What follows belongs to an exercise in optimizing a design on an open flow for small area, a short achievable clock period and few clock cycles per item; a production flow would make more cautious choices. No functional check of the RTL was part of any run shown here. Power is estimated from default activity; no workload was simulated.

==> flow/design.v (outline; a module is shown in full before it is edited, if it fits) <==
// module csa_fa: 9 lines
// module csa_ha: 8 lines
// module binary_neuron: 989 lines
module binary_neuron (
    input  logic                    clk,
    input  logic                    reset,
    input  logic                    in_valid,
    output logic                    in_ready,
    input  logic [320:0]            in_req,
    output logic                    out_valid,
    input  logic                    out_ready,
    output logic [9:0]              out_sum
);
  // ...
==> flow/flow/run.sh <==
#!/bin/bash
# The standard layout (standard.sh: ORFS synthesis to final layout), with
# two changes:
#  - the input and output ports are buffered with the smallest buffer,
#    sky130_fd_sc_hd__buf_1, instead of the cell buffer_ports picks by default
#    (clkdlybuf4s50_1); later repair steps may still resize them;
#  - clock tree synthesis adds no dummy loads to the clock tree.
set -euo pipefail
export BUFFER_PORTS_ARGS="-buffer_cell sky130_fd_sc_hd__buf_1"
export CTS_ARGS="-sink_clustering_enable -repair_clock_nets -buf_list sky130_fd_sc_hd__clkbuf_8 -dont_use_dummy_load"
bash standard.sh > standard_flow.log 2>&1
==> flow/standard.sh <==
#!/bin/bash
# synth_recipe.tcl (not shown) runs the flow's synth.tcl, then flattens the netlist and writes it again
# the make line also repeats each setting of config.mk as NAME=value (left out here)
make -C /OpenROAD-flow-scripts/flow DESIGN_CONFIG=/design/flow/config.mk WORK_HOME=/design/flow/orfs CLKGATE_MAP_FILE= SYNTH_SCRIPT=/design/flow/synth_recipe.tcl "${@:-finish}"
==> flow/config.mk <==
export PLATFORM = sky130hd
export DESIGN_NAME = binary_neuron
export DESIGN_NICKNAME = binary_neuron
export VERILOG_FILES = /design/flow/design.v
export SDC_FILE = /design/flow/constraint.sdc
export NUM_CORES = 4
export LEC_CHECK = 0
export CAP_MARGIN = 20
export CORE_MARGIN = 2
export CORE_UTILIZATION = 40
export CTS_BUF_LIST = sky130_fd_sc_hd__clkbuf_8
export SLEW_MARGIN = 20
export SYNTH_HIERARCHICAL = 1
export SYNTH_MINIMUM_KEEP_SIZE = 0
==> flow/constraint.sdc <==
create_clock -name core_clock -period 6.0 [get_ports {clk}]
set_input_delay 1.2000 -clock core_clock [delete_from_list [all_inputs] [get_ports {clk}]]
set_output_delay 1.2000 -clock core_clock [all_outputs]
set_load 0.01 [all_outputs]
==> flow_summary_export.csv, run 1 <==
group,metric,value,unit
cells_and_area,multi_input_cells,893,
place,placed_area,16700,um2
drt,wl_met1,13800,um
run_status,run_status,"finished clean",
synth,synth_top_area_share,32.7,%
clock_tree,htreeDepth,2,
cells_and_area,multi_input_area_share,51.6,%
clock_tree,cts_setup_buffers,0,
setup_path,critical_path_class,"reg2reg",
cells_and_area,nNonClkBuffers,336,
global_route,busiest_layer,"met2",
global_route,grt_pass1_wl,53600,um
clock_tree,ctsResizeCount,0,
setup_path,cp_num_buf_inv,0,
synth,synth_edf_count,50,
clock_tree,clk_pin_slew,0.06,ns
place,dp_slack,2.93,ns
cells_and_area,fin_util,47.3,%
power,power.total,8.46,mW
setup_path,required,6.23,ns
global_route,antenna_found_initial,0,
sta,finalSetupViolations,0,
setup_path,crit_top_cell,"fa_1",
clock_tree,clkSinkCount,264,
global_route,grt_max_degree,25,
die,die_h,197,um
place,dp_cells,1996,
sta,fin_skew,0.0559,ns
setup_path,rr_endpoint,"out_sum[9]$_DFFE_PN_",
synth,ys_ff_latch,264,
sta,hold_viol_final,0,
clock_tree,cts_made_buffers,44,
cells_and_area,sh_seq_area,33.4,%
synth,syn_area_per_cell,12.4,um2
power,intPower,5.26,mW
drt,vias,9448,
synth,async_flop_share,0,%
sta,setup_ws,3.31,ns
die,die_w,197,um
synth,synthTopCellsByCount,"fa_1, nor2_1, dfxtp_1, xnor2_1, xor2_1",
global_route,met3_usage,2.55,%
drt,routedWlPerCell,16.9,um
==> inputs of run 2 (changes only) <==
--- a/flow/design.v
+++ b/flow/design.v
@@ -215,18 +215,18 @@
     wire q3_61 = ~(in_req[76] ^ (~in_req[3] & (in_req[73] | in_req[74] | in_req[75])));
     wire p1_62 = in_req[70] ^ (~in_req[2] & in_req[69]);
     wire p2_62 = in_req[71] ^ (~in_req[2] & (in_req[69] | in_req[70]));
     wire q3_62 = ~(in_req[72] ^ (~in_req[2] & (in_req[69] | in_req[70] | in_req[71])));
     wire p1_63 = in_req[66] ^ (~in_req[1] & in_req[65]);
     wire p2_63 = in_req[67] ^ (~in_req[1] & (in_req[65] | in_req[66]));
     wire q3_63 = ~(in_req[68] ^ (~in_req[1] & (in_req[65] | in_req[66] | in_req[67])));
     logic r1_s39, r1_s41, r1_s43, r1_s45, r1_s47, r1_s49, r1_s51, r1_s53, r1_s55, r1_s107, r1_c44, r1_c46, r1_c48, r1_c50, r1_c52, r1_c54, r1_c56, r1_s109, r1_s111, r1_s113, r1_s115, r1_s117, r1_s119, r1_s121, r1_s123, r1_s125, r1_s127, r1_s129, r1_s131, r1_s133, r1_s135, r1_c110, r1_c112, r1_c114, r1_c116, r1_c118, r1_c120, r1_c122, r1_s161, r1_s163, r1_s165, r1_s167, r1_s169, r1_s171, r1_s173, r1_s175, r1_s177, r1_s179, r1_s181, r1_s183, r1_s185, r1_s187, r1_s189, r1_s191, r1_s193, r1_s195, r1_s197, r1_s199, r1_s201, r1_c124, r1_c126, r1_c128, r1_c130, r1_c132, r1_c134, r1_c136, r1_s203, r1_s205, r1_s207, r1_s209, r1_s211, r1_s213, r1_s215, r1_s217, r1_c200, r1_c202, r1_s273, r1_s275, r1_s277, r1_s279, r1_s281, r1_s283, r1_s285, r1_s287, r1_s289, r1_s291, r1_s293, r1_s295, r1_s297, r1_s299, r1_s301, r1_s303, r1_s305, r1_s307, r1_s309, r1_s311, r1_s313, r1_c204, r1_c206, r1_c208, r1_c210, r1_c212, r1_c214, r1_c216, r1_c218, r1_s315, r1_s317, r1_s319, r1_s321, r1_s323, r1_s325, r1_s327, r1_c314, r1_c316, r1_c318, r1_c320, r1_c322, r1_c324, r1_c326, r1_c328, r1_s393, r1_s395, r1_s397, r1_s399, r1_s401, r1_s403, r1_s405, r1_c394, r1_c396, r1_c398, r1_c400, r1_c402, r1_c404, r1_c406;
-    logic r2_c160, r2_s261, r2_s263, r2_s265, r2_s267, r2_c264, r2_s371, r2_c266, r2_s373, r2_s375, r2_s377, r2_s379, r2_c268, r2_s381, r2_s429, r2_c380, r2_s431, r2_s433, r2_s435, r2_c382, r2_s437, r2_s439, r2_c436, r2_s463, r2_s465, r2_c438, r2_c440, r2_s467, r2_s469, r2_s485, r2_c468, r2_c470, r2_s487, r2_c488, r2_s497, r2_c498, r2_s63, r2_s157, r2_s159;
-    logic r3_s447, r3_c392, r3_s449, r3_c448, r3_s475, r3_c450, r3_s477, r3_c478, r3_s493, r3_c492, r3_s499, r3_c494, r3_s63, r3_s157, r3_s271, r3_s391, r3_s503, r3_c504, r3_s159;
+    logic r2_c160, r2_s261, r2_s263, r2_s265, r2_s267, r2_c264, r2_s371, r2_c266, r2_s373, r2_s375, r2_s377, r2_s379, r2_c268, r2_s381, r2_s425, r2_c372, r2_c374, r2_c376, r2_c378, r2_s427, r2_s429, r2_c380, r2_s431, r2_s433, r2_s435, r2_c382, r2_c430, r2_c432, r2_c434, r2_c436, r2_s463, r2_s465, r2_s467, r2_s483, r2_c464, r2_c466, r2_s485, r2_c468, r2_s497, r2_c498, r2_s63, r2_s157, r2_s159;
+    logic r3_s447, r3_c392, r3_s449, r3_s473, r3_s475, r3_c450, r3_s477, r3_c476, r3_s489, r3_c478, r3_s491, r3_c492, r3_s499, r3_c498, r3_c500, r3_s63, r3_s157, r3_s271, r3_s391, r3_s159;
     wire s1 = ~(in_req[317] ^ in_req[313]);
     wire c2 = in_req[317] | in_req[313];
     wire s3, c4;
     csa_fa u_s3 (.a(in_req[309]), .b(in_req[305]), .c(in_req[301]), .s(s3), .co(c4));
     wire s5, c6;
     csa_fa u_s5 (.a(in_req[297]), .b(in_req[293]), .c(in_req[289]), .s(s5), .co(c6));
     wire s7, c8;
     csa_fa u_s7 (.a(in_req[285]), .b(in_req[281]), .c(in_req[277]), .s(s7), .co(c8));
@@ -654,27 +654,27 @@
     csa_fa u_s429 (.a(c356), .b(c358), .c(c360), .s(s429), .co(c430));
     wire s431, c432;
     csa_fa u_s431 (.a(c362), .b(c364), .c(c366), .s(s431), .co(c432));
     wire s433, c434;
     csa_fa u_s433 (.a(c368), .b(c370), .c(s417), .s(s433), .co(c434));
     wire s435, c436;
     csa_fa u_s435 (.a(s419), .b(s421), .c(s423), .s(s435), .co(c436));
     wire s437, c438;
-    csa_fa u_s437 (.a(s425), .b(c372), .c(c374), .s(s437), .co(c438));
+    csa_fa u_s437 (.a(r2_s425), .b(r2_c372), .c(r2_c374), .s(s437), .co(c438));
     wire s439, c440;
-    csa_fa u_s439 (.a(c376), .b(c378), .c(s427), .s(s439), .co(c440));
+    csa_fa u_s439 (.a(r2_c376), .b(r2_c378), .c(r2_s427), .s(s439), .co(c440));
     wire s441, c442;
     csa_fa u_s441 (.a(r2_s429), .b(r2_c380), .c(r2_s431), .s(s441), .co(c442));
     wire s443, c444;
     csa_fa u_s443 (.a(r2_s433), .b(r2_s435), .c(r2_c382), .s(s443), .co(c444));
     wire s445, c446;
-    csa_fa u_s445 (.a(r2_s437), .b(r2_s439), .c(c384), .s(s445), .co(c446));
+    csa_fa u_s445 (.a(c384), .b(c386), .c(c388), .s(s445), .co(c446));
     wire s447, c448;
-    csa_fa u_s447 (.a(c386), .b(c388), .c(s441), .s(s447), .co(c448));
+    csa_fa u_s447 (.a(s437), .b(s439), .c(s441), .s(s447), .co(c448));
     wire s449, c450;
     csa_fa u_s449 (.a(s443), .b(c390), .c(s445), .s(s449), .co(c450));
     wire s451, c452;
     csa_fa u_s451 (.a(r3_s447), .b(r3_c392), .c(r3_s449), .s(s451), .co(c452));
     wire s453 = ~(r1_c394 ^ r1_c396);
     wire c454 = r1_c394 | r1_c396;
     wire s455, c456;
     csa_fa u_s455 (.a(r1_c398), .b(r1_c400), .c(r1_c402), .s(s455), .co(c456));
@@ -686,53 +686,53 @@
     csa_fa u_s461 (.a(c416), .b(s453), .c(s455), .s(s461), .co(c462));
     wire s463, c464;
     csa_fa u_s463 (.a(c418), .b(c420), .c(c422), .s(s463), .co(c464));
     wire s465, c466;
     csa_fa u_s465 (.a(c424), .b(c426), .c(s457), .s(s465), .co(c466));
     wire s467, c468;
     csa_fa u_s467 (.a(s459), .b(s461), .c(c428), .s(s467), .co(c468));
     wire s469, c470;
-    csa_fa u_s469 (.a(c430), .b(c432), .c(c434), .s(s469), .co(c470));
+    csa_fa u_s469 (.a(r2_c430), .b(r2_c432), .c(r2_c434), .s(s469), .co(c470));
     wire s471, c472;
     csa_fa u_s471 (.a(r2_c436), .b(r2_s463), .c(r2_s465), .s(s471), .co(c472));
     wire s473, c474;
-    csa_fa u_s473 (.a(r2_c438), .b(r2_c440), .c(r2_s467), .s(s473), .co(c474));
+    csa_fa u_s473 (.a(r2_s467), .b(c438), .c(c440), .s(s473), .co(c474));
     wire s475, c476;
-    csa_fa u_s475 (.a(r2_s469), .b(c442), .c(c444), .s(s475), .co(c476));
+    csa_fa u_s475 (.a(c442), .b(c444), .c(s469), .s(s475), .co(c476));
     wire s477, c478;
-    csa_fa u_s477 (.a(s471), .b(s473), .c(c446), .s(s477), .co(c478));
+    csa_fa u_s477 (.a(s471), .b(c446), .c(c448), .s(s477), .co(c478));
     wire s479, c480;
-    csa_fa u_s479 (.a(r3_c448), .b(r3_s475), .c(r3_c450), .s(s479), .co(c480));
+    csa_fa u_s479 (.a(r3_s473), .b(r3_s475), .c(r3_c450), .s(s479), .co(c480));
     wire s481, c482;
     csa_fa u_s481 (.a(r3_s477), .b(c452), .c(s479), .s(s481), .co(c482));
     wire s483 = ~(c454 ^ c456);
     wire c484 = c454 | c456;
     wire s485, c486;
     csa_fa u_s485 (.a(c458), .b(c460), .c(c462), .s(s485), .co(c486));
     wire s487, c488;
-    csa_fa u_s487 (.a(s483), .b(c464), .c(c466), .s(s487), .co(c488));
+    csa_fa u_s487 (.a(r2_s483), .b(r2_c464), .c(r2_c466), .s(s487), .co(c488));
     wire s489, c490;
-    csa_fa u_s489 (.a(r2_s485), .b(r2_c468), .c(r2_c470), .s(s489), .co(c490));
+    csa_fa u_s489 (.a(r2_s485), .b(r2_c468), .c(c470), .s(s489), .co(c490));
     wire s491, c492;
-    csa_fa u_s491 (.a(r2_s487), .b(c472), .c(c474), .s(s491), .co(c492));
+    csa_fa u_s491 (.a(c472), .b(s487), .c(c474), .s(s491), .co(c492));
     wire s493, c494;
-    csa_fa u_s493 (.a(s489), .b(c476), .c(s491), .s(s493), .co(c494));
+    csa_fa u_s493 (.a(r3_c476), .b(r3_s489), .c(r3_c478), .s(s493), .co(c494));
     wire s495, c496;
-    csa_fa u_s495 (.a(r3_c478), .b(r3_s493), .c(c480), .s(s495), .co(c496));
+    csa_fa u_s495 (.a(r3_s491), .b(c480), .c(s493), .s(s495), .co(c496));
     wire s497 = ~(c484 ^ c486);
     wire c498 = c484 | c486;
     wire s499, c500;
-    csa_fa u_s499 (.a(r2_c488), .b(r2_s497), .c(c490), .s(s499), .co(c500));
+    csa_fa u_s499 (.a(r2_s497), .b(c488), .c(c490), .s(s499), .co(c500));
     wire s501, c502;
-    csa_fa u_s501 (.a(r3_c492), .b(r3_s499), .c(r3_c494), .s(s501), .co(c502));
-    wire s503 = ~(r2_c498 ^ c500);
-    wire c504 = r2_c498 | c500;
-    wire [9:0] row_a = {r3_c504, r3_s503, s501, c482, s481, s451, r3_s391, r3_s271, r3_s157, r3_s63};
-    wire [9:0] row_b = {1'b0, c502, c496, s495, 1'b0, 1'b0, 1'b0, 1'b0, r3_s159, 1'b0};
+    csa_fa u_s501 (.a(r3_c492), .b(r3_s499), .c(c494), .s(s501), .co(c502));
+    wire s503 = ~(r3_c498 ^ r3_c500);
+    wire c504 = r3_c498 | r3_c500;
+    wire [9:0] row_a = {c504, s503, c496, c482, s481, s451, r3_s391, r3_s271, r3_s157, r3_s63};
+    wire [9:0] row_b = {1'b0, c502, s501, s495, 1'b0, 1'b0, 1'b0, 1'b0, r3_s159, 1'b0};
     wire [9:0] total = row_a + row_b;
     logic         accept, pop;
     logic [4:0] pending, pending_next;
     assign accept = in_valid && in_ready;
     assign pop    = out_valid && out_ready;
     always_comb begin
         case ({accept, pop})
             2'b10:   pending_next = {pending[3:0], 1'b1};
@@ -903,88 +903,97 @@
         r2_s371 <= s371;
         r2_c266 <= c266;
         r2_s373 <= s373;
         r2_s375 <= s375;
         r2_s377 <= s377;
         r2_s379 <= s379;
         r2_c268 <= c268;
         r2_s381 <= s381;
+        r2_s425 <= s425;
+        r2_c372 <= c372;
+        r2_c374 <= c374;
+        r2_c376 <= c376;
+        r2_c378 <= c378;
+        r2_s427 <= s427;
         r2_s429 <= s429;
         r2_c380 <= c380;
         r2_s431 <= s431;
         r2_s433 <= s433;
         r2_s435 <= s435;
         r2_c382 <= c382;
-        r2_s437 <= s437;
-        r2_s439 <= s439;
+        r2_c430 <= c430;
+        r2_c432 <= c432;
+        r2_c434 <= c434;
         r2_c436 <= c436;
         r2_s463 <= s463;
         r2_s465 <= s465;
-        r2_c438 <= c438;
-        r2_c440 <= c440;
         r2_s467 <= s467;
-        r2_s469 <= s469;
+        r2_s483 <= s483;
+        r2_c464 <= c464;
+        r2_c466 <= c466;
         r2_s485 <= s485;
         r2_c468 <= c468;
-        r2_c470 <= c470;
-        r2_s487 <= s487;
-        r2_c488 <= c488;
         r2_s497 <= s497;
         r2_c498 <= c498;
         r2_s63 <= s63;
         r2_s157 <= s157;
         r2_s159 <= s159;
     end
     always_ff @(posedge clk) begin
         r3_s447 <= s447;
         r3_c392 <= c392;
         r3_s449 <= s449;
-        r3_c448 <= c448;
+        r3_s473 <= s473;
         r3_s475 <= s475;
         r3_c450 <= c450;
         r3_s477 <= s477;
+        r3_c476 <= c476;
+        r3_s489 <= s489;
         r3_c478 <= c478;
-        r3_s493 <= s493;
+        r3_s491 <= s491;
         r3_c492 <= c492;
         r3_s499 <= s499;
-        r3_c494 <= c494;
+        r3_c498 <= r2_c498;
+        r3_c500 <= c500;
         r3_s63 <= r2_s63;
         r3_s157 <= r2_s157;
         r3_s271 <= s271;
         r3_s391 <= s391;
-        r3_s503 <= s503;
-        r3_c504 <= c504;
         r3_s159 <= r2_s159;
     end
     logic [9:0]      q_data [0:3];
     logic [3:0]    q_wr, q_rd, q_occ;
     logic [9:0]      q_head;
     logic            q_empty;
     logic            result;        
     logic            head_load;     
     logic            q_push, q_pull;
     assign result    = stage_valid[3];
     assign q_empty   = !q_occ[0];
     assign head_load = !out_valid || out_ready;
     assign q_pull    = head_load && !q_empty;
     assign q_push    = result && !(head_load && q_empty);
+    logic [3:0]    q_occ_next;
+    logic            q_empty_sel;   
+    logic [3:0]    occ_if_load, occ_if_hold;
+    assign occ_if_hold = result ? {q_occ[2:0], 1'b1} : q_occ;
+    assign occ_if_load = (result || q_empty) ? q_occ : {1'b0, q_occ[3:1]};
+    assign q_occ_next  = head_load ? occ_if_load : occ_if_hold;
     always_ff @(posedge clk) begin
         if (reset) begin
-            q_wr  <= 4'd1;
-            q_rd  <= 4'd1;
-            q_occ <= '0;
+            q_wr        <= 4'd1;
+            q_rd        <= 4'd1;
+            q_occ       <= '0;
+            q_empty_sel <= 1'b1;
         end else begin
             if (q_push) q_wr <= {q_wr[2:0], q_wr[3]};
             if (q_pull) q_rd <= {q_rd[2:0], q_rd[3]};
-            case ({q_push, q_pull})
-                2'b10:   q_occ <= {q_occ[2:0], 1'b1};
-                2'b01:   q_occ <= {1'b0, q_occ[3:1]};
-                default: ;
-            endcase
+            q_occ       <= q_occ_next;
+            q_empty_sel <= !q_occ_next[0];
         end
     end
     always_ff @(posedge clk) begin
         for (int i = 0; i < 4; i++) begin
             if (q_push && q_wr[i]) q_data[i] <= total;
         end
     end
     always_comb begin
@@ -997,12 +1006,12 @@
         if (reset) begin
             out_valid <= 1'b0;
         end else if (head_load) begin
             out_valid <= !q_empty || result;
         end
     end
     always_ff @(posedge clk) begin
         if (head_load) begin
-            out_sum <= q_empty ? total : q_head;
+            out_sum <= q_empty_sel ? total : q_head;
         end
     end
 endmodule
==> flow/flow/run.sh (replaced) <==
#!/bin/bash
# The standard layout (standard.sh: ORFS synthesis to final layout), with
# two changes:
#  - the input and output ports are buffered with the smallest buffer,
#    sky130_fd_sc_hd__buf_1, instead of the cell buffer_ports picks by default
#    (clkdlybuf4s50_1); later repair steps may still resize them;
#  - clock tree synthesis adds no dummy loads to the clock tree, and groups
#    the flip-flops into clusters of up to 15 within 75 um for its leaf
#    buffers (instead of searching for a clustering itself).
set -euo pipefail
export BUFFER_PORTS_ARGS="-buffer_cell sky130_fd_sc_hd__buf_1"
export CTS_ARGS="-sink_clustering_enable -repair_clock_nets -buf_list sky130_fd_sc_hd__clkbuf_8 -dont_use_dummy_load -sink_clustering_size 15 -sink_clustering_max_diameter 75"
bash standard.sh > standard_flow.log 2>&1
==> run 2 against run 1 <==
Non-clock buffer count is the same. Worst hold slack gained 0.0055 ns. Global-route usage grew 0.22 points. Critical path type unchanged. Utilization shrank 1.2 points. Sequential power grew 3%. Sequential share of layout area grew 0.84 points. Largest cell class unchanged. Clock power shrank about 30%. Wire length grew 2.3%. Design area shrank 0.43%. Worst setup slack lost 0.037 ns. First-iteration DRC count grew 5.5%. Synthesized cell count grew 1.3%.
==> flow_summary_export.csv, run 2 <==
group,metric,value,unit
global_route,antenna_found_initial,0,
power,intPower,5.00,mW
hold_path,hp-class,"reg2reg",
clock_tree,clkSinkCount,270,
synth,seq_area_frac_synth,39.1,%
power,p_leak,6.26,nW
synth,synth_mux_area_share,0.340,%
die,start_util,40.3,%
synth,synth_compound_area_share,2.36,%
place,place_congestion,0.858,
global_route,grt_max_degree,23,
clock_tree,cts_setup_buffers,0,
sta,fin_crit,2.73,ns
synth,synth_top_family_by_area,"adder cells",
cells_and_area,multi_input_area,9000,um2
drt,first_pass_iters,4,
synth,synthTopCellsByCount,"fa_1, dfxtp_1, nor2_1, xnor2_1, nor3_1",
die,ios,337,
sta,rsz0062_at_grt,"false",
setup_path,critical_path_class,"reg2reg",
setup_path,cp_cell_sequence,"fa_1 -> fa_1 -> ha_1 -> nand4_1 -> o21ai_0 -> xor2_1 -> o21a_1",
cells_and_area,final_common_cell,"buf_1",
setup_path,crit_top_cell,"fa_1",
synth,synth_area_leaders,"fa_1, dfxtp_1, edfxtp_1",
cells_and_area,largest_register_ffs,40,
setup_path,reg2reg_depth,7,
synth,synth_area_leader_cell,"fa_1",
global_route,grt_overflow,0,
setup_path,cp_max_fo,5,
power,clockPowerShare,10.7,%
cells_and_area,nFillCells,3497,
synth,synth_cells,1218,
clock_tree,ctsResizeCount,0,
clock_tree,clockBufferDepth,3,
clock_tree,cts_made_buffers,22,
drt,drc,0,
sta,setup_ws,3.27,ns
cells_and_area,fin_util,46.1,%
die,core,37400,um2
drt,vias_per_cell,4.51,
synth,ys.flop_type,"dfxtp_1",
cells_and_area,reg_top3,"q_data x40, out_sum x10, pending x5",
clock_tree,root_buffer,"clkbuf_8",
cells_and_area,regArea,5910,um2
synth,syn-cell-area,15100,um2
global_route,grt_use_met2,34.5,%
drt,vias,9358,
clock_tree,post_cts_hold_buffer_count,0,
global_route,grt_pass1_vias,9922,
setup_path,critical-path-max-stage-delay,0.55,ns
power,power_density,477,nW/um2
sta,worst_slew_pin_slew,0.948,ns
die,die_h,198,um
clock_tree,clk_pin_slew,0.10,ns
synth,synth_edf_count,50,
setup_path,worst_ep_arrival_time,3.10,ns
sta,fin_skew,0.0589,ns
cells_and_area,area_growth,14.2,%
global_route,met1_usage,22.7,%
sta,finalSetupViolations,0,
synth,yosys.area_share.adder,33.6,%
drt,wl,35300,um
clock_tree,clk-insertion-delay-late,0.55,ns
cells_and_area,drive_gt1_share,1.98,%
sta,hold_viol_final,0,
synth,yosys_warnings,8,
place,placed_area,16900,um2
global_route,busiest_layer,"met2",
setup_path,cpMaxStageDelayCell,"fa_1",
die,rows,71,
global_route,met3_usage,2.23,%
sta,finalMaxSlewViolations,0,
synth,ys_ff_latch,270,
sta,hold-worst-slack,0.330,ns
power,ir_drop,0.324,mV
cells_and_area,top_register,"q_data",
power,netSwitchingPower,3.21,mW
drt,routedWlPerCell,17.0,um
global_route,globalRouteTotalUtil,18.4,%
sta,setup-tns-final,0,ns
power,swShare,39.1,%
place,io_buffer_count,336,
cells_and_area,final_nets,2150,
run_status,run_status,"finished clean",
drt,final_antenna_net_count,0,
synth,synth_top_area_share,32.2,%
cells_and_area,layout_common_cells,"buf_1, fa_1, nor2_1, dfxtp_1, xnor2_1",
global_route,grt_pass1_wl,54200,um
synth,synth_xor_area_share,11.6,%
synth,syn_area_per_cell,12.4,um2
power,seqPwrFrac,38.7,%
sta,fmax,0.366,GHz
clock_tree,cts_tree,"yes",
synth,syn-num-nets,1802,
drt,drt_iter0_markers,290,
sta,slew_headroom,36.8,%
synth,yosys.area_share.simple,11.8,%
cells_and_area,stdcell_area,17200,um2
synth,async_flop_share,0,%
run,drv_cap,0,
synth,yosysUniqueCellTypes,38,
place,hpwl,30900,um
synth,synth.most_common_cell,"fa_1",
sta,period_share,45.5,%
place,dp_slack,2.98,ns
power,combPwrFrac,50.6,%
die,die_w,198,um
die,die_area,39300,um2
setup_path,startpoint_type,"register",
hold_path,hold_depth,0,
setup_path,critPathCaptureType,"register",
cells_and_area,diodes,0,
setup_path,required,6.37,ns
clock_tree,htreeDepth,1,
[run 2: cell count changes in the layout (fill, tap and decap cells not counted), sizes merged, moves of 4 or more]
cell	change
dfxtp	+6
nor2	+5
a21oi	-5
o21a	+4
clkbuf	-22
inv	-5
nand3	+5
[run 2: power groups by stage]
stage,Sequential (mW),Combinational [mW],Clock [mW]
after floorplan,3.13,2.66,0
after global placement,3.24,4.09,0
after detailed placement,3.24,4.25,0
after CTS,3.21,4.26,0.914
after global routing,3.26,4.79,0.976
final,3.18,4.16,0.875
[run 2: kinds of logic after synthesis]
family	after synthesis
multiplexers	5
adder cells (fa/ha/maj)	259
AND/OR/NAND/NOR	390
buffers and inverters	43
AO/OA/AOI/OAI	52
flip-flops	270
XOR/XNOR	199
[run 2: path summary, 6_finish.rpt]
kind / start / to / slack (ns)
max: r3_c476$_DFF_P_ / out_sum[8]$_DFFE_PN_ / 3.27
min: r2_s159$_DFF_P_ / r3_s159$_DFF_P_ / 0.33
max reg2reg: r3_c476$_DFF_P_ / out_sum[8]$_DFFE_PN_ / 3.27
min reg2reg: r2_s159$_DFF_P_ / r3_s159$_DFF_P_ / 0.33
[run 2: stage by stage]
stage	cells	power, mW
6_report	2075	8.22
5_1_grt	2075	9.02
4_1_cts	2075	8.38
3_5_place_dp	2053	7.49
3_3_place_gp	2053	7.33
2_1_floorplan	1218	5.79
[run 2: critical path: cells and delay by family (launching register included)]
| family | cells | cell delay [ns] |
|---|---|---|
| flip-flops | 1 | 0.33 |
| AND/OR/NAND/NOR | 1 | 0.09 |
| XOR/XNOR | 1 | 0.39 |
| adder cells (fa/ha/maj) | 3 | 1.33 |
| AO/OA/AOI/OAI | 2 | 0.41 |
[run 2: cell type report]
type | count | area share (%)
multi-input combinational | 905 | 52.3
sequential | 270 | 34.3
timing repair buffer | 336 | 7.32
tap | 511 | 3.71
clock buffer | 22 | 1.76
inverter | 31 | 0.675
[run 2: Yosys stat by module (local to each module, per instance)]
module / times used / cell area [um2] / cells inside / flip-flops and latches
binary_neuron: 1 / 10200 / 975 / 270
csa_fa: 243 / 20.0 / 1 / 0
[run 2: routing by layer]
metal / vias up / part of all wire (%)
met5: - / 0
met4: 0 / 2.2
met3: 36 / 4.4
met2: 235 / 53
met1: 4523 / 40
li1: 4564 / -

[separate check: timing with driven ports]
Ports are ideal in the flow. The routed layouts listed here were re-timed in OpenROAD. Step 1 sets driving cells, clkbuf_16 on the clock port and buf_2 on the other inputs (assumed; they add their load-dependent delay and slew). Step 2 moves the port delays by t, midway between the first and last clock arrival at a register: inputs arrive t later, outputs are due t later. That takes back most of the time a late clock gives input paths. Slacks: ideal ports / drivers / drivers and shift; pairs: ideal ports / drivers.
run	t, ns	slack for setup (ns)	hold WS [ns]	worst setup path after step 2	worst register clock-pin slew, ns
run 1	0.554	3.307 / 3.307 / 2.970	0.324 / 0.324 / 0.324	input to register	0.06 / 0.06
run 2	0.564	3.269 / 3.269 / 2.998	0.330 / 0.330 / 0.330	input to register	0.10 / 0.10
After both steps every run listed still meets setup and hold. The setup slack of run 1, which loses most, moves by 0.000 ns with the drivers and by -0.337 ns with both steps.
